This design comes from an exercise in tuning for small area, a short achievable clock period and few clock cycles per item on the open sky130 flow, not from production work. Function was checked by simulation only, so behaviour that the tests miss may differ from the original.

### design/flow/constraint.sdc
create_clock -name core_clock -period 7.5 [get_ports {clk}]
set_input_delay 1.5000 -clock core_clock [delete_from_list [all_inputs] [get_ports {clk}]]
set_output_delay 1.5000 -clock core_clock [all_outputs]
set_load 0.01 [all_outputs]
### design/flow/config.mk
export PLATFORM = sky130hd
export DESIGN_NAME = integer_dct_8x8_2d
export DESIGN_NICKNAME = integer_dct_8x8_2d
export VERILOG_FILES = /design/flow/design.v
export SDC_FILE = /design/flow/constraint.sdc
export NUM_CORES = 4
export LEC_CHECK = 0
export ABC_AREA = 1
export CAP_MARGIN = 20
export CORE_MARGIN = 2
export CORE_UTILIZATION = 60
export CTS_CLUSTER_DIAMETER = 60
export CTS_CLUSTER_SIZE = 25
export SETUP_SLACK_MARGIN = 3.7
export SLEW_MARGIN = 20
### design/flow/design.v
`default_nettype none
package dct2d_pkg;
  localparam int LANES    = 8;
  localparam int SAMPLE_W = 8;
  localparam int COEF_W   = 16;
endpackage
`default_nettype wire
`default_nettype none
module dct2d_front (
  input  logic        clk,
  input  logic        step,      
  input  logic        norm,      
  input  logic [2:0]  k,         
  input  logic [2:0]  ph,
  input  logic [63:0] in_row,    
  output logic [63:0] col        
);
  logic [7:1] mv;
  for (genvar i = 1; i < 8; i++) begin : g_mv
    assign mv[i] = step & (norm | (3'(i) > k));
  end
  logic [63:0] sko;               
  assign sko[7:0] = in_row[7:0];
  for (genvar c = 1; c < 8; c++) begin : g_skew
    logic [8*c-1:0] q;
    always_ff @(posedge clk) begin
      for (int i = 1; i <= c; i++) begin
        if (mv[i]) begin
          if (i == 1) q[7:0] <= in_row[8*c +: 8];
          else        q[8*(i-1) +: 8] <= q[8*(i-2) +: 8];
        end
      end
    end
    assign sko[8*c +: 8] = q[8*(c-1) +: 8];
  end
  logic [63:0] r0, r1, r2, rot;
  for (genvar r = 0; r < 8; r++) begin : g_rot
    assign r0[8*r +: 8]  = sko[8*((8 - r) % 8) +: 8];
    assign r1[8*r +: 8]  = ph[0] ? r0[8*((r + 7) % 8) +: 8] : r0[8*r +: 8];
    assign r2[8*r +: 8]  = ph[1] ? r1[8*((r + 6) % 8) +: 8] : r1[8*r +: 8];
    assign rot[8*r +: 8] = ph[2] ? r2[8*((r + 4) % 8) +: 8] : r2[8*r +: 8];
  end
  for (genvar r = 0; r < 7; r++) begin : g_deskew
    localparam int N = 7 - r;
    logic [8*N-1:0] q;
    always_ff @(posedge clk) begin
      for (int j = 1; j <= N; j++) begin
        if (mv[j + r]) begin
          if (j == 1) q[7:0] <= rot[8*r +: 8];
          else        q[8*(j-1) +: 8] <= q[8*(j-2) +: 8];
        end
      end
    end
    assign col[8*r +: 8] = q[8*(N-1) +: 8];
  end
  assign col[63:56] = rot[63:56];
endmodule
`default_nettype wire
`default_nettype none
module dct2d_queue (
  input  logic        clk,
  input  logic        adv,
  input  logic [2:0]  ph,
  input  logic [71:0] cr,      
  output logic [95:0] rin      
);
  logic signed [9:0]  s0, s1, s2, s3;
  logic signed [8:0]  d0, d1, d2, d3;
  logic signed [9:0]  e2, e3;
  logic signed [11:0] y0;
  logic signed [10:0] y2, y4, y6;
  logic signed [9:0]  p0, p1, p2, p3;
  assign s0 = $signed({1'b0, cr[0 +: 9]});
  assign s1 = $signed({1'b0, cr[9 +: 9]});
  assign s2 = $signed({1'b0, cr[18 +: 9]});
  assign s3 = $signed({1'b0, cr[27 +: 9]});
  assign d0 = cr[36 +: 9];
  assign d1 = cr[45 +: 9];
  assign d2 = cr[54 +: 9];
  assign d3 = cr[63 +: 9];
  assign e2 = s0 - s3;
  assign e3 = s1 - s2;
  assign y0 = s0 + s1 + s2 + s3;
  assign y4 = s0 + s3 - s1 - s2;
  assign p0 = ((d3 >>> 2) + d0) + ((d0 >>> 2) - (d0 >>> 4));
  assign p3 = ((d0 >>> 2) - d3) + ((d3 >>> 4) - (d3 >>> 2));
  assign p1 = (d1 + d2) - ((d2 >>> 2) + (d2 >>> 4));
  assign p2 = (d2 - d1) + ((d1 >>> 2) + (d1 >>> 4));
  logic [10:0]        l0;            
  logic [54:0]        l4;            
  logic [19:0]        er;            
  logic [39:0]        pr;            
  always_ff @(posedge clk) begin
    if (adv) begin
      l0 <= y0[10:0];
      l4 <= {l4[43:0], y4};
      er <= {e3, e2};
      pr <= {p3, p2, p1, p0};
    end
  end
  logic signed [9:0]  f2, f3;
  logic signed [9:0]  q0, q1, q2, q3;
  logic signed [10:0] y1, y7, k1, k3;
  assign f2 = er[0 +: 10];
  assign f3 = er[10 +: 10];
  assign y2 = f2 + (f2 >>> 2) + (f3 >>> 1);
  assign y6 = (f2 >>> 1) - f3 - (f3 >>> 2);
  assign q0 = pr[0 +: 10];
  assign q1 = pr[10 +: 10];
  assign q2 = pr[20 +: 10];
  assign q3 = pr[30 +: 10];
  assign y1 = q0 + q1;
  assign k1 = q0 - q1;
  assign y7 = q2 + q3;
  assign k3 = q2 - q3;
  logic [10:0] l1;                   
  logic [21:0] l2;                   
  logic [65:0] l6;                   
  logic [76:0] l7;                   
  logic [21:0] kr;
  always_ff @(posedge clk) begin
    if (adv) begin
      l1 <= y1;
      l2 <= {l2[10:0], y2};
      l6 <= {l6[54:0], y6};
      l7 <= {l7[65:0], y7};
      kr <= {k3, k1};
    end
  end
  logic signed [10:0] kk1, kk3;
  logic signed [11:0] y3, y5;
  assign kk1 = kr[0 +: 11];
  assign kk3 = kr[11 +: 11];
  assign y3  = kk1 - kk3;
  assign y5  = kk1 + kk3;
  logic [23:0] l3;                   
  logic [47:0] l5;                   
  always_ff @(posedge clk) begin
    if (adv) begin
      l3 <= {l3[11:0], y3};
      l5 <= {l5[35:0], y5};
    end
  end
  logic [95:0] skq;
  assign skq[0 +: 12]  = {1'b0, l0};
  assign skq[12 +: 12] = {l1[10], l1};
  assign skq[24 +: 12] = {l2[21], l2[11 +: 11]};
  assign skq[36 +: 12] = l3[12 +: 12];
  assign skq[48 +: 12] = {l4[54], l4[44 +: 11]};
  assign skq[60 +: 12] = l5[36 +: 12];
  assign skq[72 +: 12] = {l6[65], l6[55 +: 11]};
  assign skq[84 +: 12] = {l7[76], l7[66 +: 11]};
  logic [2:0]  rs;
  logic [95:0] r0, r1, r2;
  assign rs = ph - 3'd1;
  for (genvar c = 0; c < 8; c++) begin : g_rot
    assign r0[12*c +: 12]  = skq[12*(7 - c) +: 12];
    assign r1[12*c +: 12]  = rs[0] ? r0[12*((c + 7) % 8) +: 12] : r0[12*c +: 12];
    assign r2[12*c +: 12]  = rs[1] ? r1[12*((c + 6) % 8) +: 12] : r1[12*c +: 12];
    assign rin[12*c +: 12] = rs[2] ? r2[12*((c + 4) % 8) +: 12] : r2[12*c +: 12];
  end
endmodule
`default_nettype wire
`default_nettype none
module dct2d_back (
  input  logic         clk,
  input  logic         adv,
  input  logic [95:0]  rin,     
  output logic [127:0] y        
);
  typedef logic signed [12:0] w13_t;
  typedef logic signed [13:0] w14_t;
  typedef logic signed [14:0] w15_t;
  logic [83:0] dl0;
  logic [59:0] dl1;
  logic [35:0] dl2;
  logic [11:0] dl3;
  always_ff @(posedge clk) begin
    if (adv) begin
      dl0 <= {dl0[71:0], rin[0 +: 12]};
      dl1 <= {dl1[47:0], rin[12 +: 12]};
      dl2 <= {dl2[23:0], rin[24 +: 12]};
      dl3 <= rin[36 +: 12];
    end
  end
  logic signed [11:0] x0, x1, x2, x3, x4, x5, x6, x7;
  assign x0 = dl0[72 +: 12];
  assign x1 = dl1[48 +: 12];
  assign x2 = dl2[24 +: 12];
  assign x3 = dl3;
  assign x4 = rin[48 +: 12];
  assign x5 = rin[60 +: 12];
  assign x6 = rin[72 +: 12];
  assign x7 = rin[84 +: 12];
  w13_t s3n, d3n, s2n, d2n, s1n, d1n;
  assign s3n = x3 + x4;
  assign d3n = x3 - x4;
  assign s2n = x2 + x5;
  assign d2n = x2 - x5;
  assign s1n = x1 + x6;
  assign d1n = x1 - x6;
  logic [25:0] sd3a, sd3b, sd3c, sd3d, sd2a, sd2b, sd1;
  always_ff @(posedge clk) begin
    if (adv) begin
      sd3a <= {d3n, s3n};
      sd3b <= sd3a;
      sd3c <= sd3b;
      sd3d <= sd3c;
      sd2a <= {d2n, s2n};
      sd2b <= sd2a;
      sd1  <= {d1n, s1n};
    end
  end
  w13_t s1, d1, s2, d2, s0n, d0n;
  assign s1  = sd1[0 +: 13];
  assign d1  = sd1[13 +: 13];
  assign s2  = sd2b[0 +: 13];
  assign d2  = sd2b[13 +: 13];
  assign s0n = x0 + x7;
  assign d0n = x0 - x7;
  w14_t e1n, e3n, p1n, p2n;
  assign e1n = s1 + s2;
  assign e3n = s1 - s2;
  assign p1n = (d1 + d2) - ((d2 >>> 2) + (d2 >>> 4));
  assign p2n = (d2 - d1) + ((d1 >>> 2) + (d1 >>> 4));
  logic [25:0] sd0;
  logic [55:0] ep1;
  always_ff @(posedge clk) begin
    if (adv) begin
      sd0 <= {d0n, s0n};
      ep1 <= {p2n, p1n, e3n, e1n};
    end
  end
  w13_t s0, d0, s3, d3;
  assign s0 = sd0[0 +: 13];
  assign d0 = sd0[13 +: 13];
  assign s3 = sd3d[0 +: 13];
  assign d3 = sd3d[13 +: 13];
  w14_t e0n, e2n, p0n, p3n;
  assign e0n = s0 + s3;
  assign e2n = s0 - s3;
  assign p0n = ((d3 >>> 2) + d0) + ((d0 >>> 2) - (d0 >>> 4));
  assign p3n = ((d0 >>> 2) - d3) + ((d3 >>> 4) - (d3 >>> 2));
  logic [55:0] ep0;
  logic [55:0] ep1b;
  always_ff @(posedge clk) begin
    if (adv) begin
      ep0  <= {p3n, p0n, e2n, e0n};
      ep1b <= ep1;
    end
  end
  w14_t e0, e1, e2, e3, p0, p1, p2, p3;
  assign e0 = ep0[0 +: 14];
  assign e2 = ep0[14 +: 14];
  assign p0 = ep0[28 +: 14];
  assign p3 = ep0[42 +: 14];
  assign e1 = ep1b[0 +: 14];
  assign e3 = ep1b[14 +: 14];
  assign p1 = ep1b[28 +: 14];
  assign p2 = ep1b[42 +: 14];
  w15_t o0, o1, o2, o3, o4, o5, o6, o7;
  assign o0 = e0 + e1;
  assign o4 = e0 - e1;
  assign o2 = e2 + (e2 >>> 2) + (e3 >>> 1);
  assign o6 = (e2 >>> 1) - e3 - (e3 >>> 2);
  assign o1 = p0 + p1;
  assign o7 = p2 + p3;
  assign o3 = p0 + p3 - p1 - p2;
  assign o5 = p0 + p2 - p1 - p3;
  assign y = {o7[14], o7, o6[14], o6, o5[14], o5, o4[14], o4,
              o3[14], o3, o2[14], o2, o1[14], o1, o0[14], o0};
endmodule
`default_nettype wire
`default_nettype none
module integer_dct_8x8_2d (
  input  logic                                clk,
  input  logic                                rst_n,
  input  logic                                in_valid,
  output logic                                in_stall,
  input  logic [dct2d_pkg::SAMPLE_W-1:0]      in_sample_0,
  input  logic [dct2d_pkg::SAMPLE_W-1:0]      in_sample_1,
  input  logic [dct2d_pkg::SAMPLE_W-1:0]      in_sample_2,
  input  logic [dct2d_pkg::SAMPLE_W-1:0]      in_sample_3,
  input  logic [dct2d_pkg::SAMPLE_W-1:0]      in_sample_4,
  input  logic [dct2d_pkg::SAMPLE_W-1:0]      in_sample_5,
  input  logic [dct2d_pkg::SAMPLE_W-1:0]      in_sample_6,
  input  logic [dct2d_pkg::SAMPLE_W-1:0]      in_sample_7,
  output logic                                out_valid,
  input  logic                                out_stall,
  output logic signed [dct2d_pkg::COEF_W-1:0] out_coef_0,
  output logic signed [dct2d_pkg::COEF_W-1:0] out_coef_1,
  output logic signed [dct2d_pkg::COEF_W-1:0] out_coef_2,
  output logic signed [dct2d_pkg::COEF_W-1:0] out_coef_3,
  output logic signed [dct2d_pkg::COEF_W-1:0] out_coef_4,
  output logic signed [dct2d_pkg::COEF_W-1:0] out_coef_5,
  output logic signed [dct2d_pkg::COEF_W-1:0] out_coef_6,
  output logic signed [dct2d_pkg::COEF_W-1:0] out_coef_7,
  output logic                                out_last_row
);
  logic [2:0]  ph;        
  logic [2:0]  wr;        
  logic        in_v;      
  logic        in_vb;     
  logic [63:0] in_row_r;
  logic [63:0] in_row_b;
  logic [63:0] in_row;
  logic        bub_on;    
  logic [2:0]  bub_cnt;   
  logic        col_on;    
  logic [2:0]  col_cnt;
  logic        adv;
  logic        pending;
  logic        bub;
  logic        step;
  logic        nstep;
  logic        cv;
  logic        accept;    
  logic        load_r;    
  logic [10:0] vl;        
  logic        in_v_n, in_vb_n, bub_on_n, col_on_n, pending_n;
  logic [2:0]  bub_cnt_n, col_cnt_n;
  logic [10:0] vl_n;
  assign in_row  = {in_sample_7, in_sample_6, in_sample_5, in_sample_4,
                    in_sample_3, in_sample_2, in_sample_1, in_sample_0};
  assign adv     = ~out_valid | ~out_stall;
  assign pending = col_on | (|vl);
  assign bub     = bub_on | (~in_v & pending);
  assign step    = adv & (in_v | bub);
  assign nstep   = step & in_v;
  assign cv      = (nstep & (wr == 3'd7)) | (step & col_on);
  assign accept  = in_valid & ~in_stall;
  assign load_r  = nstep | ~in_v;
  always_comb begin
    if (load_r) begin
      in_v_n  = in_vb | accept;
      in_vb_n = 1'b0;
    end else begin
      in_v_n  = 1'b1;
      in_vb_n = in_vb | accept;
    end
    bub_on_n  = bub_on;
    bub_cnt_n = bub_cnt;
    if (step && bub) begin
      bub_cnt_n = bub_cnt + 3'd1;
      bub_on_n  = (bub_cnt != 3'd7);
    end
    col_on_n  = col_on;
    col_cnt_n = col_cnt;
    if (nstep && wr == 3'd7) begin
      col_on_n  = 1'b1;
      col_cnt_n = 3'd1;
    end else if (step && col_on) begin
      col_cnt_n = col_cnt + 3'd1;
      col_on_n  = (col_cnt != 3'd7);
    end
    vl_n = step ? {vl[9:0], cv} : vl;
    pending_n = col_on_n | (|vl_n);
  end
  always_ff @(posedge clk) begin
    if (!rst_n) begin
      ph       <= '0;
      wr       <= '0;
      in_v     <= 1'b0;
      in_vb    <= 1'b0;
      bub_on   <= 1'b0;
      bub_cnt  <= '0;
      col_on   <= 1'b0;
      col_cnt  <= '0;
      vl       <= '0;
      in_stall <= 1'b0;
    end else begin
      in_v    <= in_v_n;
      in_vb   <= in_vb_n;
      bub_on  <= bub_on_n;
      bub_cnt <= bub_cnt_n;
      col_on  <= col_on_n;
      col_cnt <= col_cnt_n;
      vl      <= vl_n;
      in_stall <= bub_on_n | (~in_v_n & pending_n) | in_vb_n;
      if (step) begin
        ph <= ph + 3'd1;
      end
      if (nstep) begin
        wr <= wr + 3'd1;
      end
    end
  end
  always_ff @(posedge clk) begin
    if (load_r) begin
      in_row_r <= in_vb ? in_row_b : in_row;
    end
    if (!load_r && !in_vb) begin
      in_row_b <= in_row;
    end
  end
  logic [63:0] col;
  dct2d_front u_front (
    .clk    (clk),
    .step   (step),
    .norm   (in_v),
    .k      (wr),
    .ph     (ph),
    .in_row (in_row_r),
    .col    (col)
  );
  logic [71:0] crn;
  logic [71:0] cr;
  for (genvar i = 0; i < 4; i++) begin : g_sd
    assign crn[9*i +: 9]      = {1'b0, col[8*i +: 8]} + {1'b0, col[8*(7-i) +: 8]};
    assign crn[36 + 9*i +: 9] = {1'b0, col[8*i +: 8]} - {1'b0, col[8*(7-i) +: 8]};
  end
  always_ff @(posedge clk) begin
    if (step) begin
      cr <= crn;
    end
  end
  logic [95:0] rin;
  dct2d_queue u_cq (
    .clk (clk),
    .adv (step),
    .ph  (ph + 3'd1),
    .cr  (cr),
    .rin (rin)
  );
  logic [127:0] ycoef;
  dct2d_back u_rp (
    .clk (clk),
    .adv (step),
    .rin (rin),
    .y   (ycoef)
  );
  logic         rv;        
  logic         rlast;
  logic [120:0] rrow;      
  logic [120:0] oreg;
  assign rv    = step & vl[10];
  assign rlast = (ph == 3'd1);
  for (genvar j = 0; j < 8; j++) begin : g_orow
    assign rrow[15*j +: 15] = ycoef[16*j +: 15];
  end
  assign rrow[120] = rlast;
  always_ff @(posedge clk) begin
    if (!rst_n) begin
      out_valid <= 1'b0;
    end else if (adv) begin
      out_valid <= rv;
    end
  end
  always_ff @(posedge clk) begin
    if (rv) begin
      oreg <= rrow;
    end
  end
  assign out_coef_0   = {oreg[14],  oreg[0 +: 15]};
  assign out_coef_1   = {oreg[29],  oreg[15 +: 15]};
  assign out_coef_2   = {oreg[44],  oreg[30 +: 15]};
  assign out_coef_3   = {oreg[59],  oreg[45 +: 15]};
  assign out_coef_4   = {oreg[74],  oreg[60 +: 15]};
  assign out_coef_5   = {oreg[89],  oreg[75 +: 15]};
  assign out_coef_6   = {oreg[104], oreg[90 +: 15]};
  assign out_coef_7   = {oreg[119], oreg[105 +: 15]};
  assign out_last_row = oreg[120];
endmodule
`default_nettype wire
### design/flow/run.sh
#!/bin/bash
# synth_recipe.tcl (not shown) runs the flow's synth.tcl, then flattens the netlist and writes it again
# the make line also repeats each setting of config.mk as NAME=value (left out here)
make -C /OpenROAD-flow-scripts/flow DESIGN_CONFIG=/design/flow/config.mk WORK_HOME=/design/flow/orfs CLKGATE_MAP_FILE= SYNTH_SCRIPT=/design/flow/synth_recipe.tcl finish
==> results of run 1 <==
metrics by stage:
stage / setup WS, ns / utilization
final: 3.69 / 0.673
after CTS: 3.67 / 0.666
after global placement: 2.58 / 0.630
after detailed placement: 2.51 / 0.630
after floorplan: 3.03 / -
after global routing: 3.50 / 0.673
cell usage in the layout (no fill, tap or decap), types with 13 or more instances in the layout:
| cell type | synthesis | layout |
|---|---|---|
| edfxtp_1 | 1713 | 1713 |
| a21o_1 | 28 | 28 |
| xnor2_1 | 124 | 121 |
| o2111ai_1 | 19 | 17 |
| o21ai_0 | 431 | 398 |
| ha_4 | 0 | 27 |
| xor2_1 | 397 | 389 |
| clkinv_8 | 0 | 15 |
| a31oi_1 | 29 | 25 |
| nand3_1 | 145 | 143 |
| clkbuf_16 | 0 | 134 |
| dfxtp_1 | 29 | 25 |
| nor2_1 | 210 | 197 |
| o21bai_1 | 55 | 52 |
| inv_6 | 0 | 24 |
| buf_4 | 18 | 94 |
| nand2_1 | 1265 | 1255 |
| a21oi_2 | 9 | 36 |
| a21oi_1 | 486 | 457 |
| ha_1 | 647 | 611 |
| o31ai_1 | 26 | 25 |
| nor3_1 | 44 | 44 |
| clkdlybuf4s50_1 | 0 | 198 |
| inv_1 | 1020 | 1005 |
| o21ai_1 | 125 | 137 |
| inv_2 | 19 | 27 |
| nand4_1 | 29 | 29 |
| fa_1 | 249 | 245 |
| o21ai_2 | 33 | 53 |
| buf_12 | 0 | 13 |
cells in the mapped netlist (28+ instances only):
cell | instances | area [um^2]
dfxtp_1 | 29 | 581
clkbuf_1 | 53 | 199
inv_1 | 1020 | 3830
edfxtp_1 | 1713 | 51400
ha_1 | 647 | 8100
a21oi_1 | 486 | 2430
xnor2_1 | 124 | 1090
o21ai_1 | 125 | 626
o21ai_0 | 431 | 2160
a31oi_1 | 29 | 181
o21ai_2 | 33 | 289
nand3_1 | 145 | 726
fa_1 | 249 | 4980
xor2_1 | 397 | 3480
nand4_1 | 29 | 181
o21bai_1 | 55 | 413
nor3_1 | 44 | 220
a21o_1 | 28 | 210
nor2_1 | 210 | 788
nand2_1 | 1265 | 4750
buf_2 | 63 | 315
logic make-up (layout without fill, tap and decap cells):
family                     count (synthesis)  in the layout  share of synthesized area
xor gates and xnor gates                 521            521                     0.0515
AOI/OAI and AO/OA                       1300           1300                     0.0826
other                                      0              3                          0
adders and majority gates                896            896                      0.148
DFF                                     1742           1742                      0.587
muxes                                      6              6                   0.000678
buffers and inverters                   1213           1592                     0.0541
and+or+nand+nor                         1708           1711                     0.0766
sequential cells by signal, indices dropped and copies added (netlist names), 60 cells and up:
name	flops
u_rp.dl1	60
u_rp.dl0	84
u_cq.l7	77
u_cq.l6	66
in_row_r	64
in_row_b	64
cr	68
oreg	120
u_front.g_deskew.q	224
u_front.g_skew.q	224
final timing paths:
path	start	endpoint	cells past startpoint
min	u_rp.sd3a[4]	u_rp.sd3b[4]	0
min reg2reg	u_rp.sd3a[4]	u_rp.sd3b[4]	0
max reg2reg	u_rp.sd3d[17]	u_rp.ep0[54]	22
max	u_rp.sd3d[17]	u_rp.ep0[54]	22
layer usage:
metal  global-route usage  vias to the layer above  routed length [um]
li1                     -                    25700                   -
met1                0.297                    25300               74800
met2                0.485                     1152              105000
met3               0.0280                      384                6030
met4                0.141                        0               12900
met5                    0                        -                   0
critical path: stages, from the launching register on:
cell and delay [ns]:
edfxtp_1 0.41, inv_2 0.11, ha_4 0.15, inv_4 0.04
fa_2 0.38, nand3_2 0.08, nand2_2 0.07, a21oi_2 0.13
o21bai_1 0.09, nand2_1 0.07, nand2_1 0.05, nand2_1 0.07
nand2_2 0.09, a21oi_2 0.12, o21bai_1 0.09, fa_1 0.48
inv_1 0.06, ha_4 0.29, nand2_1 0.12, nor2_4 0.11
nand4_1 0.14, o2111ai_2 0.14, xor2_2 0.31
layout make-up:
type | instances | area share
Sequential cell | 1742 | 0.525
Multi-Input combinational cell | 4434 | 0.331
Inverter | 1040 | 0.0400
Clock buffer | 141 | 0.0340
Timing Repair Buffer | 311 | 0.0309
Tap cell | 1930 | 0.0244
Clock inverter | 100 | 0.0142
Antenna cell | 3 | 0.0000758
timing repair:
item                       4_1_cts  5_1_grt
cloned                           2        2
pin swaps                       15       54
setup buffers                   27       48
resized for setup               55      169
setup endpoints to repair      148       81
==> key figures, run 1 <==
Synth
  • Post-synthesis sequential area ratio: 0.587
  • Net Count, Synth: 8350
  • Post-synth EDFFs: 1713
  • Post-synthesis register bit count: 1742
  • Post-synthesis cell area: 88600 um^2
  • Post-synth top flop: edfxtp_1
  • Post-synth cell types: 51
  • Post-synthesis average cell area: 12.0 um^2
  • Syn Inst Count: 7386
  • Synth Warn #: 4
  • Fraction of registers with async set/reset: 0

GRT
  • Total track usage: 0.262
  • Largest net degree at the start of global routing: 200
  • First-pass GRT wire length: 298000 um
  • Initial antenna violation count: 1
  • Gr ovfl total: 0
  • Vias in the first global route: 51500

Timing
  • Max Transition Viols Final: 0
  • RSZ-0062 raised after global routing: true
  • Final Hold Vio Count: 0
  • Max-slew headroom: 0.383
  • Clock Skew: 0.0532 ns
  • F_max: 0.263 GHz
  • Setup TNS Final: 0 ns
  • Tcrit/Tclk final: 0.508
  • Hold_ws: 0.387 ns
  • Setup-violating endpoint count in the final report: 0
  • Tightest Pin Transition: 0.925 ns
  • Fin crit period: 3.81 ns

Setup path
  • Setup slack, reg-to-reg: 3.69 ns
  • Startpoint types: flop
  • CP max FO: 4
  • CP Data Arrival Time: 4.38 ns
  • Crit path kind: reg -> reg
  • Required @ worst endpoint: 8.07 ns
  • Critical Path End Type: flop

Placement
  • GP Congestion: 0.958
  • Post-Place Cells: 9378
  • Placed Area: 92700 um^2
  • Detailed placement HPWL: 152000 um
  • IO Port Bufs: 198

Routing
  • Detail Route Antenna Nets: 0
  • Avg WL per Cell: 20.5 um
  • Routed vias/inst: 5.42
  • Routed via count: 52600
  • Final wirelength: 199000 um
  • Drt first pass iters: 7
  • DRC Markers: 0
  • First DRT Iteration DRCs: 3199

Finish
  • Area of the multi-input gates: 32800 um^2
  • Filler Cells Inserted: 10700
  • Fraction of layout cells with a size suffix above 1: 0.0780
  • Area growth, synth to finish: 11.8%
  • Seq. cell area: 52000 um^2
  • Total Nets Final: 8626
  • Final std cell area, no fill: 99000 um^2
  • Final cell count without fillers: 9701

Status
  • Status: finished clean

Clock network
  • Clock buffer depth: 3
  • CTS tree: built
  • Root buffer cell: clkbuf_16
  • Hold-fix buffers, CTS: 0
  • H-tree depth: 4
  • CTS Sinks: 1742
  • Later-pin clock latency in the skew report: 0.79 ns
  • CTS Buf Count: 133
  • Clock transition at the registers of the reported paths: 0.08 ns

Die
  • Initial cell density of the core: 0.602
  • Die width: 388 um
  • Die height: 388 um
  • IO Pins: 199
  • Num rows: 141
  • Die Footprint: 151000 um^2
  • Core ar.: 147000 um^2

Hold path
  • Worst min path class: reg -> reg

Run
  • Max-cap violations: 0
Testbench counts, summed over its fixed seeds: cycles 2,208, blocks 256.
==> run 2, diff against run 1 <==
--- a/design/flow/config.mk
+++ b/design/flow/config.mk
@@ -13,3 +13,4 @@
 export CTS_CLUSTER_SIZE = 25
 export SETUP_SLACK_MARGIN = 3.7
 export SLEW_MARGIN = 20
+export TNS_END_PERCENT = 5
==> run 2 against run 1 <==
Against the previous run: still clean; register-to-register slack got worse by 0.08 ns; fmax decreased by 2.1%; die area unchanged; non-clock buffer count decreased by 14; largest cell class unchanged; highest routed layer is now met5.
==> key figures, run 2 <==
Status
  • Status: finished clean

Die
  • Die height: 388 um
  • Initial cell density of the core: 0.602
  • Num rows: 141
  • Die Footprint: 151000 um^2
  • IO Pins: 199
  • Core ar.: 147000 um^2
  • Die width: 388 um

Clock network
  • Clock buffer depth: 3
  • H-tree depth: 4
  • CTS Sinks: 1742
  • Root buffer cell: clkbuf_16
  • CTS Buf Count: 135
  • Later-pin clock latency in the skew report: 0.78 ns
  • CTS tree: built
  • Clock transition at the registers of the reported paths: 0.08 ns

Synth
  • Leading area contributor after synthesis: edfxtp_1
  • Post-synth EDFFs: 1713
  • Post-synth top flop: edfxtp_1
  • Largest cells by area after synthesis: edfxtp_1 58%, ha_1 9.1%, fa_1 5.6%
  • Post-synthesis register bit count: 1742
  • Net Count, Synth: 8350
  • Top post-synthesis cells by count: 1713 x edfxtp_1, 1265 x nand2_1, 1020 x inv_1
  • Synth top area share: 0.580
  • Syn Inst Count: 7386
  • Top-count cell post-synth: edfxtp_1
  • Post-synthesis cell area: 88600 um^2
  • Synth Warn #: 4
  • Post-synth cell types: 51
  • Post-synthesis sequential area ratio: 0.587
  • Post-synthesis average cell area: 12.0 um^2
  • Fraction of registers with async set/reset: 0

Routing
  • Final wirelength: 200000 um
  • Drt first pass iters: 7
  • Detail Route Antenna Nets: 0
  • First DRT Iteration DRCs: 3258
  • Routed via count: 52500
  • Routed vias/inst: 5.42
  • DRC Markers: 0
  • Avg WL per Cell: 20.7 um

Setup path
  • Most used cell, CP: nand2_1
  • Required @ worst endpoint: 8.04 ns
  • Delay-heaviest family, CP: adder cells
  • Slowest CP cell: fa_1
  • Critical Path End Type: flop
  • Crit path kind: reg -> reg
  • CP Data Arrival Time: 4.43 ns
  • Critical path buffers and inverters: 2
  • Cell breakdown of the critical path: ha_1, inv_1, fa_2, nand3_1, nand2_2, a21oi_2, o21bai_1, nand2_1, nand2_1, nand2_1, nand2_1, xnor2_1, inv_1, fa_1, ha_4, a21oi_2, a21boi_2, o21ai_1, xor2_2
  • Startpoint types: flop
  • CP max FO: 4
  • Critical path's largest stage delay: 0.54 ns

GRT
  • Gr ovfl total: 0
  • First-pass GRT wire length: 301000 um
  • Initial antenna violation count: 1
  • Vias in the first global route: 51700
  • Largest net degree at the start of global routing: 230
  • Total track usage: 0.265

Timing
  • Tcrit/Tclk final: 0.518
  • Setup TNS Final: 0 ns
  • Tightest Pin Transition: 0.991 ns
  • F_max: 0.257 GHz
  • RSZ-0062 raised after global routing: true
  • Final Hold Vio Count: 0
  • Max Transition Viols Final: 0
  • Max-slew headroom: 0.340
  • Clock Skew: 0.0348 ns
  • Fin crit period: 3.89 ns
  • Setup-violating endpoint count in the final report: 0

Run
  • Max-cap violations: 0

Finish
  • Commonest non-fill, non-tap cells in the layout: 1713 x edfxtp_1, 1253 x nand2_1, 1005 x inv_1
  • Fraction of layout cells with a size suffix above 1: 0.0748
  • Area growth, synth to finish: 11.7%
  • Top Registers: u_front.g_deskew.q (224), u_front.g_skew.q (224), oreg (120)
  • Total Nets Final: 8613
  • Commonest non-fill, non-tap cell in the layout: edfxtp_1
  • Final Core Density: 0.673

Hold path
  • Worst min path class: reg -> reg

Placement
  • GP Congestion: 0.961
  • Detailed placement HPWL: 152000 um
  • IO Port Bufs: 198
-- run 2: cell counts after synthesis --
No cell type changed its count.
-- run 2: kinds of logic (layout without fill, tap and decap cells) --
kind of cell               after synthesis  in the layout  synth area share
other                                    0              2                 0
and+or+nand+nor                       1708           1710            0.0766
muxes                                    6              6          0.000678
xor gates and xnor gates               521            521            0.0515
DFF                                   1742           1742             0.587
adders and majority gates              896            896             0.148
buffers and inverters                 1213           1582            0.0541
AOI/OAI and AO/OA                     1300           1300            0.0826
-- run 2: repair_timing --
| action | in CTS | in global routing |
|---|---|---|
| hold buffers | 0 | 0 |
| pin swaps | 7 | 52 |
| buffers inserted | 24 | 31 |
| endpoints found under the setup margin | 128 | 86 |
| gates cloned | 6 | 1 |
| resized for setup | 61 | 137 |
-- run 2: through the flow --
step / instance area (um^2) / setup WS, ns / std cells / hold WS (ns)
after global placement: 92700 / 2.61 / 9379 / 0.400
final: 99000 / 3.61 / 9689 / 0.408
after global routing: 99000 / 3.50 / 9687 / 0.407
after CTS: 98200 / 3.61 / 9654 / 0.400
after detailed placement: 92700 / 2.55 / 9379 / 0.405
after floorplan: 88700 / 3.03 / 7386 / 0.400
-- run 2: path summary, 6_finish.rpt --
check,startpoint,endpoint,slack [ns],cells past startpoint
worst min register to register,u_rp.sd3c[7],u_rp.sd3d[7],0.41,0
worst max register to register,u_rp.sd3d[15],u_rp.ep0[53],3.61,19
worst max-delay path,u_rp.sd3d[15],u_rp.ep0[53],3.61,19
worst min-delay path,u_rp.sd3c[7],u_rp.sd3d[7],0.41,0
-- run 2: routing by layer --
layer | up-vias | share of wire | routed length, um | track usage
li1 | 25700 | - | - | -
met1 | 25400 | 0.37 | 75000 | 0.300
met2 | 1065 | 0.54 | 108000 | 0.495
met3 | 335 | 0.032 | 6390 | 0.0283
met4 | 2 | 0.056 | 11300 | 0.133
met5 | - | 0.00010 | 20 | 0
-- run 2: final cells by class --
class                   count  area (um^2)
flip-flops and latches   1742        52000
repair buffers            297         3070
multi-input cells        4433        32600
diodes                      2         5.00
clock inverters           104         1470
well taps                1930         2410
inverters                1040         3970
fillers                 10800        48100
clock buffers             141         3490
-- run 2: worst register-to-register path, stage by stage, from the launching register on --
cell and delay [ns]:
edfxtp_1 0.44, ha_1 0.23, inv_1 0.13, fa_2 0.25, nand3_1 0.09, nand2_2 0.11
a21oi_2 0.05, o21bai_1 0.20, nand2_1 0.08, nand2_1 0.07, nand2_1 0.04, nand2_1 0.10
xnor2_1 0.13, inv_1 0.07, fa_1 0.54, ha_4 0.23, a21oi_2 0.16, a21boi_2 0.23
o21ai_1 0.13, xor2_2 0.37
==> run 3, diff against run 2 <==
--- a/design/flow/config.mk
+++ b/design/flow/config.mk
@@ -11,6 +11,6 @@
 export CORE_UTILIZATION = 60
 export CTS_CLUSTER_DIAMETER = 60
 export CTS_CLUSTER_SIZE = 25
-export SETUP_SLACK_MARGIN = 3.7
+export SETUP_SLACK_MARGIN = 3.8
 export SLEW_MARGIN = 20
 export TNS_END_PERCENT = 5
==> run 3 against run 2 <==
Against the previous run: cell count barely moved; sequential cell count did not move; sequential share of layout area fell by 0.11 points; non-clock buffer count rose by 4; register-to-register slack improved by 0.06 ns; global-route usage barely moved; critical path type unchanged.
==> key figures, run 3 <==
Timing
  • Setup TNS Final: 0 ns
  • Fin crit period: 3.83 ns
  • Clock Skew: 0.0365 ns
  • Max-slew headroom: 0.363
  • Max Transition Viols Final: 0
  • Setup-violating endpoint count in the final report: 0
  • RSZ-0062 raised after global routing: true
  • F_max: 0.261 GHz
  • Tightest Pin Transition: 0.955 ns
  • Final Hold Vio Count: 0
  • Tcrit/Tclk final: 0.511

Synth
  • Post-synth EDFFs: 1713
  • Top post-synthesis cells by count: 1713 x edfxtp_1, 1265 x nand2_1, 1020 x inv_1
  • Post-synth top flop: edfxtp_1
  • Top-count cell post-synth: edfxtp_1
  • Post-synth cell types: 51
  • Leading area contributor after synthesis: edfxtp_1
  • Post-synthesis register bit count: 1742
  • Synth Warn #: 4
  • Synth top area share: 0.580
  • Syn Inst Count: 7386
  • Post-synthesis cell area: 88600 um^2
  • Largest cells by area after synthesis: edfxtp_1 58%, ha_1 9.1%, fa_1 5.6%
  • Post-synthesis average cell area: 12.0 um^2
  • Fraction of registers with async set/reset: 0
  • Net Count, Synth: 8350
  • Post-synthesis sequential area ratio: 0.587

GRT
  • Initial antenna violation count: 1
  • Vias in the first global route: 51800
  • Total track usage: 0.265
  • Largest net degree at the start of global routing: 230
  • First-pass GRT wire length: 302000 um
  • Gr ovfl total: 0

Die
  • IO Pins: 199
  • Initial cell density of the core: 0.602
  • Die height: 388 um
  • Die width: 388 um
  • Num rows: 141
  • Die Footprint: 151000 um^2
  • Core ar.: 147000 um^2

Clock network
  • Root buffer cell: clkbuf_16
  • CTS tree: built
  • H-tree depth: 4
  • Clock transition at the registers of the reported paths: 0.09 ns
  • CTS Sinks: 1742
  • CTS Buf Count: 135
  • Hold-fix buffers, CTS: 0
  • Later-pin clock latency in the skew report: 0.78 ns
  • Clock buffer depth: 3

Finish
  • Final Core Density: 0.674
  • Commonest non-fill, non-tap cell in the layout: edfxtp_1
  • Total Nets Final: 8618
  • Commonest non-fill, non-tap cells in the layout: 1713 x edfxtp_1, 1249 x nand2_1, 1002 x inv_1
  • Area growth, synth to finish: 11.9%
  • Top Registers: u_front.g_deskew.q (224), u_front.g_skew.q (224), oreg (120)
  • Fraction of layout cells with a size suffix above 1: 0.0768
  • Final std cell area, no fill: 99200 um^2

Placement
  • IO Port Bufs: 198
  • Placed Area: 92700 um^2
  • Detailed placement HPWL: 152000 um
  • GP Congestion: 0.961

Setup path
  • Critical Path End Type: flop
  • Worst r2r src: u_rp.sd3d[23]
  • Setup slack, reg-to-reg: 3.67 ns
  • Startpoint types: flop
  • Setup crit start: u_rp.sd3d[23]
  • Crit path kind: reg -> reg
  • Required @ worst endpoint: 8.05 ns
  • CP max FO: 5
  • CP Data Arrival Time: 4.38 ns

Run
  • Max-cap violations: 0

Routing
  • Detail Route Antenna Nets: 0
  • DRC Markers: 0
  • First DRT Iteration DRCs: 3334
  • Routed vias/inst: 5.43
  • Drt first pass iters: 6
  • Routed via count: 52700
  • Final wirelength: 200000 um
  • Avg WL per Cell: 20.7 um

Status
  • Status: finished clean

Hold path
  • Hold_sp: u_cq.l4[15]
  • Worst min path class: reg -> reg
-- run 3: cell count changes in the layout (fill, tap and decap cells not counted), moves of 3 or more --
cell / previous run / this run
buf_4: 75 / 80
nand2_1: 1253 / 1249
o21ai_4: 0 / 3
ha_2: 14 / 5
o21ai_1: 138 / 131
inv_1: 1005 / 1002
ha_4: 18 / 25
nand2_2: 9 / 12
-- run 3: cells by family (layout without fill, tap and decap cells) --
logic type,after synthesis,after routing,share of synthesized area
fa+ha+maj,896,896,0.148
other cells,0,3,0
xor+xnor,521,521,0.0515
flops,1742,1742,0.587
mux,6,6,0.000678
buf+inv,1213,1587,0.0541
simple gates,1708,1710,0.0766
compound gates,1300,1300,0.0826
-- run 3: through the flow --
step,setup WS [ns],instances,hold slack [ns]
2_1_floorplan,3.03,7386,0.400
3_5_place_dp,2.55,9379,0.405
3_3_place_gp,2.61,9379,0.400
6_report,3.67,9695,0.408
5_1_grt,3.45,9692,0.407
4_1_cts,3.70,9664,0.400
-- run 3: worst paths after layout --
kind             endpoint  cells after the start
min reg2reg   u_cq.l4[26]                      0
max          u_rp.ep0[54]                     17
min           u_cq.l4[26]                      0
max reg2reg  u_rp.ep0[54]                     17
-- run 3: layout make-up --
| cell class | count | area [um^2] |
|---|---|---|
| Timing Repair Buffer | 301 | 3080 |
| Timing Repair inverter | 1 | 11.3 |
| Clock buffer | 141 | 3490 |
| Antenna cell | 3 | 7.51 |
| Sequential cell | 1742 | 52000 |
| Clock inverter | 104 | 1470 |
| Inverter | 1040 | 3980 |
| Multi-Input combinational cell | 4433 | 32700 |
| Fill cell | 10700 | 47900 |
| Tap cell | 1930 | 2410 |
-- run 3: metal layers --
layer  part of all wire  up-vias  GRT usage
met1               0.37    25400      0.301
met2               0.54     1192      0.496
li1                   -    25700          -
met4              0.058        2      0.132
met5            0.00010        -          0
met3              0.034      360     0.0282
-- run 3: what timing repair did --
item,CTS,global route
pin swaps,19,65
endpoints found under the setup margin,138,170
gates cloned,6,1
gates resized for setup,100,121
buffers inserted,34,26
-- run 3: worst max-delay path, cell delays in order, from the launching register on --
cell	delay (ns)
edfxtp_1	0.49
ha_1	0.40
nand2_1	0.10
a21oi_1	0.06
a211oi_1	0.19
o21ai_1	0.16
nand2_1	0.08
nand2_1	0.06
a21oi_2	0.16
xor2_1	0.20
inv_1	0.08
fa_1	0.48
ha_4	0.32
nand2_1	0.10
nor2_2	0.12
nand4_1	0.14
o2111ai_2	0.15
xor2_2	0.32
==> run 4, diff against run 3 <==
--- a/design/flow/config.mk
+++ b/design/flow/config.mk
@@ -8,9 +8,8 @@
 export ABC_AREA = 1
 export CAP_MARGIN = 20
 export CORE_MARGIN = 2
-export CORE_UTILIZATION = 60
-export CTS_CLUSTER_DIAMETER = 60
-export CTS_CLUSTER_SIZE = 25
+export CORE_UTILIZATION = 65
+export CTS_CLUSTER_DIAMETER = 80
+export CTS_CLUSTER_SIZE = 30
 export SETUP_SLACK_MARGIN = 3.8
 export SLEW_MARGIN = 20
-export TNS_END_PERCENT = 5
==> run 4 against run 3 <==
Against the previous run: highest routed layer is now met4; cell area is 0.17% lower; still clean; non-clock buffer count is 84 higher; cell count is 1.6% lower; sequential share of layout area is 0.094 points higher; sequential cell count stayed put; first-iteration DRC count is 25% higher; register-to-register slack worse by 0.05 ns; routed wire length is 1.7% higher; critical endpoint is now u_rp.ep0[40]; fmax is 1.3% lower.
==> key figures, run 4 <==
Clock network
  • CTS tree: built
  • Clock buffer depth: 3
  • H-tree depth: 3
  • Later-pin clock latency in the skew report: 0.76 ns
  • CTS Buf Count: 89
  • Clock transition at the registers of the reported paths: 0.11 ns
  • Root buffer cell: clkbuf_16
  • CTS Sinks: 1742
  • Hold-fix buffers, CTS: 0

Routing
  • Routed via count: 53600
  • First DRT Iteration DRCs: 4177
  • Final wirelength: 204000 um
  • Routed vias/inst: 5.62
  • DRC Markers: 0
  • Drt first pass iters: 6
  • Avg WL per Cell: 21.4 um
  • Detail Route Antenna Nets: 0

Setup path
  • Setup slack, reg-to-reg: 3.62 ns
  • R2r worst-path depth: 20
  • Crit path kind: reg -> reg
  • Required @ worst endpoint: 8.04 ns
  • CP max FO: 4
  • Worst r2r src: u_rp.sd0[17]
  • Critical path destination: u_rp.ep0[40]
  • Critical Path End Type: flop
  • FF-to-FF End: u_rp.ep0[40]
  • Setup crit start: u_rp.sd0[17]
  • Startpoint types: flop
  • CP Data Arrival Time: 4.43 ns

Synth
  • Post-synth cell types: 51
  • Post-synth EDFFs: 1713
  • Post-synthesis average cell area: 12.0 um^2
  • Post-synth top flop: edfxtp_1
  • Fraction of registers with async set/reset: 0
  • Post-synthesis cell area: 88600 um^2
  • Top post-synthesis cells by count: 1713 x edfxtp_1, 1265 x nand2_1, 1020 x inv_1
  • Post-synthesis sequential area ratio: 0.587
  • Top-count cell post-synth: edfxtp_1
  • Synth top area share: 0.580
  • Leading area contributor after synthesis: edfxtp_1
  • Synth Warn #: 4
  • Net Count, Synth: 8350
  • Post-synthesis register bit count: 1742
  • Largest cells by area after synthesis: edfxtp_1 58%, ha_1 9.1%, fa_1 5.6%
  • Syn Inst Count: 7386

Placement
  • GP Congestion: 0.971
  • Detailed placement HPWL: 152000 um
  • Placed Area: 92400 um^2
  • IO Port Bufs: 198

Finish
  • Commonest non-fill, non-tap cell in the layout: edfxtp_1
  • Top Registers: u_front.g_deskew.q (224), u_front.g_skew.q (224), oreg (120)
  • Fraction of layout cells with a size suffix above 1: 0.100
  • Total Nets Final: 8655
  • Commonest non-fill, non-tap cells in the layout: 1713 x edfxtp_1, 1241 x nand2_1, 993 x inv_1
  • Final std cell area, no fill: 99000 um^2
  • Filler Cells Inserted: 8873
  • Area growth, synth to finish: 11.7%

Timing
  • Tightest Pin Transition: 1.09 ns
  • Fin crit period: 3.88 ns
  • F_max: 0.258 GHz
  • Max Transition Viols Final: 0
  • Max-slew headroom: 0.273
  • RSZ-0062 raised after global routing: true
  • Final Hold Vio Count: 0
  • Clock Skew: 0.0318 ns
  • Setup-violating endpoint count in the final report: 0
  • Setup TNS Final: 0 ns
  • Tcrit/Tclk final: 0.518

Die
  • Num rows: 135
  • Die Footprint: 139000 um^2
  • Initial cell density of the core: 0.654
  • Core ar.: 135000 um^2
  • Die width: 373 um
  • Die height: 373 um
  • IO Pins: 199

Status
  • Status: finished clean

GRT
  • Largest net degree at the start of global routing: 183
  • Gr ovfl total: 0
  • Vias in the first global route: 52700
  • Total track usage: 0.285
  • First-pass GRT wire length: 300000 um
  • Initial antenna violation count: 2

Hold path
  • Worst min path class: reg -> reg

Run
  • Max-cap violations: 0
## run 4: metrics by stage
| step | hold slack, ns | setup WS (ns) | utilization | std cells |
|---|---|---|---|---|
| 2_1_floorplan | 0.400 | 3.03 | - | 7386 |
| 3_3_place_gp | 0.400 | 2.82 | 0.682 | 9229 |
| 3_5_place_dp | 0.405 | 2.78 | 0.682 | 9229 |
| 4_1_cts | 0.400 | 3.67 | 0.715 | 9444 |
| 5_1_grt | 0.409 | 3.53 | 0.731 | 9537 |
| 6_report | 0.404 | 3.62 | 0.731 | 9539 |
## run 4: worst min-delay path by stage
stage	start	end	slack [ns]	depth (start not counted)
after floorplan	u_cq.l2[0]	u_cq.l2[11]	0.40	0
after global placement	u_cq.l2[0]	u_cq.l2[11]	0.40	0
after detailed placement	u_cq.l4[16]	u_cq.l4[27]	0.40	0
after CTS	u_rp.dl1[18]	u_rp.dl1[30]	0.40	0
after global routing	u_rp.ep1[23]	u_rp.ep1b[23]	0.41	0
final	u_rp.ep1[8]	u_rp.ep1b[8]	0.40	0
## run 4: worst max-delay path: stages, from the launching register on
cell      delay, ns
edfxtp_1       0.52
ha_4           0.19
inv_4          0.03
fa_2           0.37
nand3_2        0.09
nand2_2        0.06
a21oi_2        0.16
o21bai_2       0.10
nand2_1        0.07
nand2_1        0.06
nand2_1        0.07
nand2_2        0.08
xnor2_2        0.14
fa_1           0.52
inv_2          0.05
ha_4           0.31
nand2_2        0.07
o21ai_2        0.19
a21oi_2        0.10
o21bai_2       0.17
xor2_2         0.31
## run 4: logic make-up after synthesis
kind of cell               after synthesis  share of synthesized area
AOI/OAI and AO/OA                     1300                     0.0826
xor gates and xnor gates               521                     0.0515
adders and majority gates              896                      0.148
buffers and inverters                 1213                     0.0541
DFF                                   1742                      0.587
muxes                                    6                   0.000678
and+or+nand+nor                       1708                     0.0766
## run 4: routing by layer
layer | vias up | GRT usage | wire length, um | share of wire
met1 | 26000 | 0.315 | 73700 | 0.36
met4 | 0 | 0.183 | 16100 | 0.079
met2 | 1413 | 0.523 | 107000 | 0.52
li1 | 25700 | - | - | -
met3 | 477 | 0.0307 | 7390 | 0.036
met5 | - | 0 | 0 | 0
## run 4: timing repair
| action | CTS | global route |
|---|---|---|
| endpoints found under the setup margin | 165 | 93 |
| pin swaps | 47 | 142 |
| hold endpoints to repair | 0 | 0 |
| cloned | 6 | 3 |
| buffers inserted | 54 | 89 |
| resized for setup | 174 | 329 |
## run 4: final cells by class
type / instances / area [um^2] / share of cell area
repair inverters: 2 / 20.0 / 0.000202
repair buffers: 385 / 3770 / 0.0381
clock inverters: 55 / 912 / 0.00921
flip-flops and latches: 1742 / 52000 / 0.525
well taps: 1781 / 2230 / 0.0225
diodes: 3 / 7.51 / 0.0000758
clock buffers: 100 / 2290 / 0.0231
inverters: 1040 / 3990 / 0.0402
multi-input cells: 4431 / 33800 / 0.341
==> run 5, diff against run 4 <==
--- a/design/flow/config.mk
+++ b/design/flow/config.mk
@@ -8,8 +8,8 @@
 export ABC_AREA = 1
 export CAP_MARGIN = 20
 export CORE_MARGIN = 2
-export CORE_UTILIZATION = 65
-export CTS_CLUSTER_DIAMETER = 80
-export CTS_CLUSTER_SIZE = 30
-export SETUP_SLACK_MARGIN = 3.8
+export CORE_UTILIZATION = 58
+export CTS_CLUSTER_DIAMETER = 50
+export CTS_CLUSTER_SIZE = 20
+export SETUP_SLACK_MARGIN = 3.75
 export SLEW_MARGIN = 20
==> run 5 against run 4 <==
Against the previous run: synthesized cell count is the same; die area grew 12%; fmax grew 1.7%; largest cell class unchanged; highest routed layer unchanged.
==> key figures, run 5 <==
Synth
  • Post-synth EDFFs: 1713
  • Top post-synthesis cells by count: 1713 x edfxtp_1, 1265 x nand2_1, 1020 x inv_1
  • Fraction of registers with async set/reset: 0
  • Syn Inst Count: 7386
  • Post-synthesis register bit count: 1742
  • Post-synthesis cell area: 88600 um^2
  • Net Count, Synth: 8350
  • Post-synthesis sequential area ratio: 0.587
  • Post-synthesis average cell area: 12.0 um^2
  • Post-synth top flop: edfxtp_1
  • Synth top area share: 0.580
  • Top-count cell post-synth: edfxtp_1
  • Post-synth cell types: 51
  • Leading area contributor after synthesis: edfxtp_1
  • Synth Warn #: 4
  • Largest cells by area after synthesis: edfxtp_1 58%, ha_1 9.1%, fa_1 5.6%

Setup path
  • Required @ worst endpoint: 8.03 ns
  • Critical path destination: u_rp.ep1[53]
  • Delay-heaviest family, CP: adder cells
  • Critical path buffers and inverters: 3
  • Critical Path End Type: flop
  • Startpoint types: flop
  • R2r worst-path depth: 20
  • CP max FO: 3
  • Worst r2r src: u_rp.sd1[17]
  • Cell breakdown of the critical path: ha_4, fa_2, nand3_2, nand2_2, a21oi_2, o21bai_2, nand2_1, nand2_1, nand2_1, nand2_2, xnor2_1, inv_1, fa_1, ha_4, buf_4, nand2_1, inv_1, a21boi_1, o21ai_0, xor2_1
  • FF-to-FF End: u_rp.ep1[53]
  • Setup slack, reg-to-reg: 3.68 ns
  • Slowest CP cell: fa_1
  • Setup crit start: u_rp.sd1[17]
  • Critical path's largest stage delay: 0.56 ns
  • CP Data Arrival Time: 4.34 ns
  • Crit path kind: reg -> reg
  • Most used cell, CP: nand2_1
  • Worst path depth: 20

Routing
  • First DRT Iteration DRCs: 3483
  • DRC Markers: 0
  • Routed vias/inst: 5.32
  • Detail Route Antenna Nets: 0
  • Final wirelength: 199000 um
  • Routed via count: 52500
  • Drt first pass iters: 6
  • Avg WL per Cell: 20.1 um

Timing
  • Setup TNS Final: 0 ns
  • Max Transition Viols Final: 0
  • Clock Skew: 0.0509 ns
  • F_max: 0.262 GHz
  • Setup-violating endpoint count in the final report: 0
  • Worst setup margin: 3.68 ns
  • Fin crit period: 3.82 ns
  • Final Hold Vio Count: 0
  • Tcrit/Tclk final: 0.509
  • Tightest Pin Transition: 0.908 ns
  • Max-slew headroom: 0.394
  • RSZ-0062 raised after global routing: true

Die
  • Die Footprint: 156000 um^2
  • Core ar.: 152000 um^2
  • Initial cell density of the core: 0.583
  • Num rows: 143
  • IO Pins: 199
  • Die width: 395 um
  • Die height: 395 um

Finish
  • Commonest non-fill, non-tap cells in the layout: 1713 x edfxtp_1, 1250 x nand2_1, 1000 x inv_1
  • Commonest non-fill, non-tap cell in the layout: edfxtp_1
  • Filler Cells Inserted: 11300
  • Area of the multi-input gates: 33000 um^2
  • Area growth, synth to finish: 13.2%
  • Seq. cell area: 52000 um^2
  • Total Nets Final: 8662
  • Top Registers: u_front.g_deskew.q (224), u_front.g_skew.q (224), oreg (120)
  • Fraction of layout cells with a size suffix above 1: 0.0917

GRT
  • Gr ovfl total: 0
  • Largest net degree at the start of global routing: 224
  • Initial antenna violation count: 0
  • Total track usage: 0.254
  • Vias in the first global route: 52900
  • First-pass GRT wire length: 300000 um

Clock network
  • CTS Sinks: 1742
  • H-tree depth: 4
  • Root buffer cell: clkbuf_16
  • Clock buffer depth: 3
  • CTS Buf Count: 159
  • Clock transition at the registers of the reported paths: 0.07 ns
  • Later-pin clock latency in the skew report: 0.81 ns
  • CTS tree: built

Placement
  • GP Congestion: 0.941
  • Dpl ws: 2.54 ns
  • Detailed placement HPWL: 151000 um
  • IO Port Bufs: 198

Hold path
  • Worst min path class: reg -> reg

Run
  • Max-cap violations: 0

Status
  • Status: finished clean
[run 5: cell counts after synthesis]
Identical to the previous run, type by type.
[run 5: how the worst min path moves through the flow]
stage,startpoint,depth (start not counted),slack [ns],endpoint
finish,u_rp.dl0[48],0,0.39,u_rp.dl0[60]
global route,u_rp.dl0[53],0,0.41,u_rp.dl0[65]
CTS,u_rp.dl0[48],0,0.39,u_rp.dl0[60]
detailed placement,u_cq.l3[0],0,0.40,u_cq.l3[12]
global placement,u_front.g_skew[6].q[22],0,0.40,u_front.g_skew[6].q[30]
floorplan,u_cq.l2[0],0,0.40,u_cq.l2[11]
[run 5: logic make-up (layout without fill, tap and decap cells)]
kind of cell               count (synthesis)  in the layout  synth area share
adders and majority gates                896            896             0.148
buffers and inverters                   1213           1655            0.0541
other                                      0              1                 0
DFF                                     1742           1742             0.587
xor gates and xnor gates                 521            521            0.0515
and+or+nand+nor                         1708           1708            0.0766
AOI/OAI and AO/OA                       1300           1300            0.0826
muxes                                      6              6          0.000678
[run 5: final cells by class]
type | instances | area share
diodes | 1 | 0.0000249
clock buffers | 167 | 0.0400
clock inverters | 124 | 0.0157
inverters | 1040 | 0.0394
multi-input cells | 4431 | 0.329
flip-flops and latches | 1742 | 0.519
well taps | 2030 | 0.0253
repair buffers | 324 | 0.0324
[run 5: metal layers]
metal,vias to the layer above,track usage,wire (um)
li1,25800,-,-
met1,25100,0.286,74800
met4,0,0.154,13600
met5,-,0,0
met3,403,0.0271,6020
met2,1154,0.464,104000
[run 5: worst reg2reg max path, cell delays in order (launching register included)]
cell,delay [ns]
edfxtp_1,0.44
ha_4,0.21
fa_2,0.40
nand3_2,0.08
nand2_2,0.08
a21oi_2,0.17
o21bai_2,0.10
nand2_1,0.06
nand2_1,0.06
nand2_1,0.07
nand2_2,0.07
xnor2_1,0.15
inv_1,0.08
fa_1,0.56
ha_4,0.24
buf_4,0.14
nand2_1,0.06
inv_1,0.06
a21boi_1,0.24
o21ai_0,0.15
xor2_1,0.16
[run 5: through the flow]
| stage | hold slack [ns] | instance area, um^2 | util | cells |
|---|---|---|---|---|
| 2_1_floorplan | 0.400 | 88700 | - | 7386 |
| 3_3_place_gp | 0.400 | 92800 | 0.611 | 9477 |
| 3_5_place_dp | 0.405 | 92800 | 0.611 | 9477 |
| 4_1_cts | 0.391 | 99100 | 0.652 | 9811 |
| 5_1_grt | 0.413 | 100000 | 0.661 | 9858 |
| 6_report | 0.395 | 100000 | 0.661 | 9859 |
[run 5: what timing repair did]
| action | 4_1_cts | 5_1_grt |
|---|---|---|
| cloned | 1 | 4 |
| endpoints found under the setup margin | 129 | 69 |
| resized for setup | 78 | 210 |
| hold buffers | 0 | 0 |
| setup buffers | 42 | 43 |
| pin swaps | 28 | 73 |

==> afterwards: timing with drivers on the ports <==
Ports are ideal in the flow. The routed layouts listed here were re-timed in OpenROAD. Step 1, drivers: a clkbuf_16 drives clk and a buf_2 each remaining input, both assumed. Step 2 also shifts input and output timing later by t, the mid clock arrival at the registers, as if the neighbouring blocks saw the same clock. Slacks: ideal / step 1 / step 2; pairs: ideal / step 1.
| run | t, ns | slack for setup (ns) | hold slack, ns | latest minus earliest clock arrival (ns) |
|---|---|---|---|---|
| run 1 | 0.845 | 3.692 / 3.692 / 3.117 | 0.387 / 0.387 / 0.387 | 0.058 / 0.058 |
| run 2 | 0.849 | 3.611 / 3.611 / 3.013 | 0.408 / 0.408 / 0.408 | 0.037 / 0.037 |
| run 3 | 0.849 | 3.668 / 3.668 / 3.056 | 0.408 / 0.408 / 0.408 | 0.039 / 0.039 |
| run 4 | 0.822 | 3.617 / 3.617 / 3.145 | 0.404 / 0.404 / 0.404 | 0.036 / 0.036 |
| run 5 | 0.875 | 3.683 / 3.683 / 3.112 | 0.395 / 0.395 / 0.395 | 0.054 / 0.055 |
After both steps setup and hold are still met in every run listed. The setup slack of run 3, which loses most, moves by 0.000 ns with the drivers and by -0.612 ns with both steps.
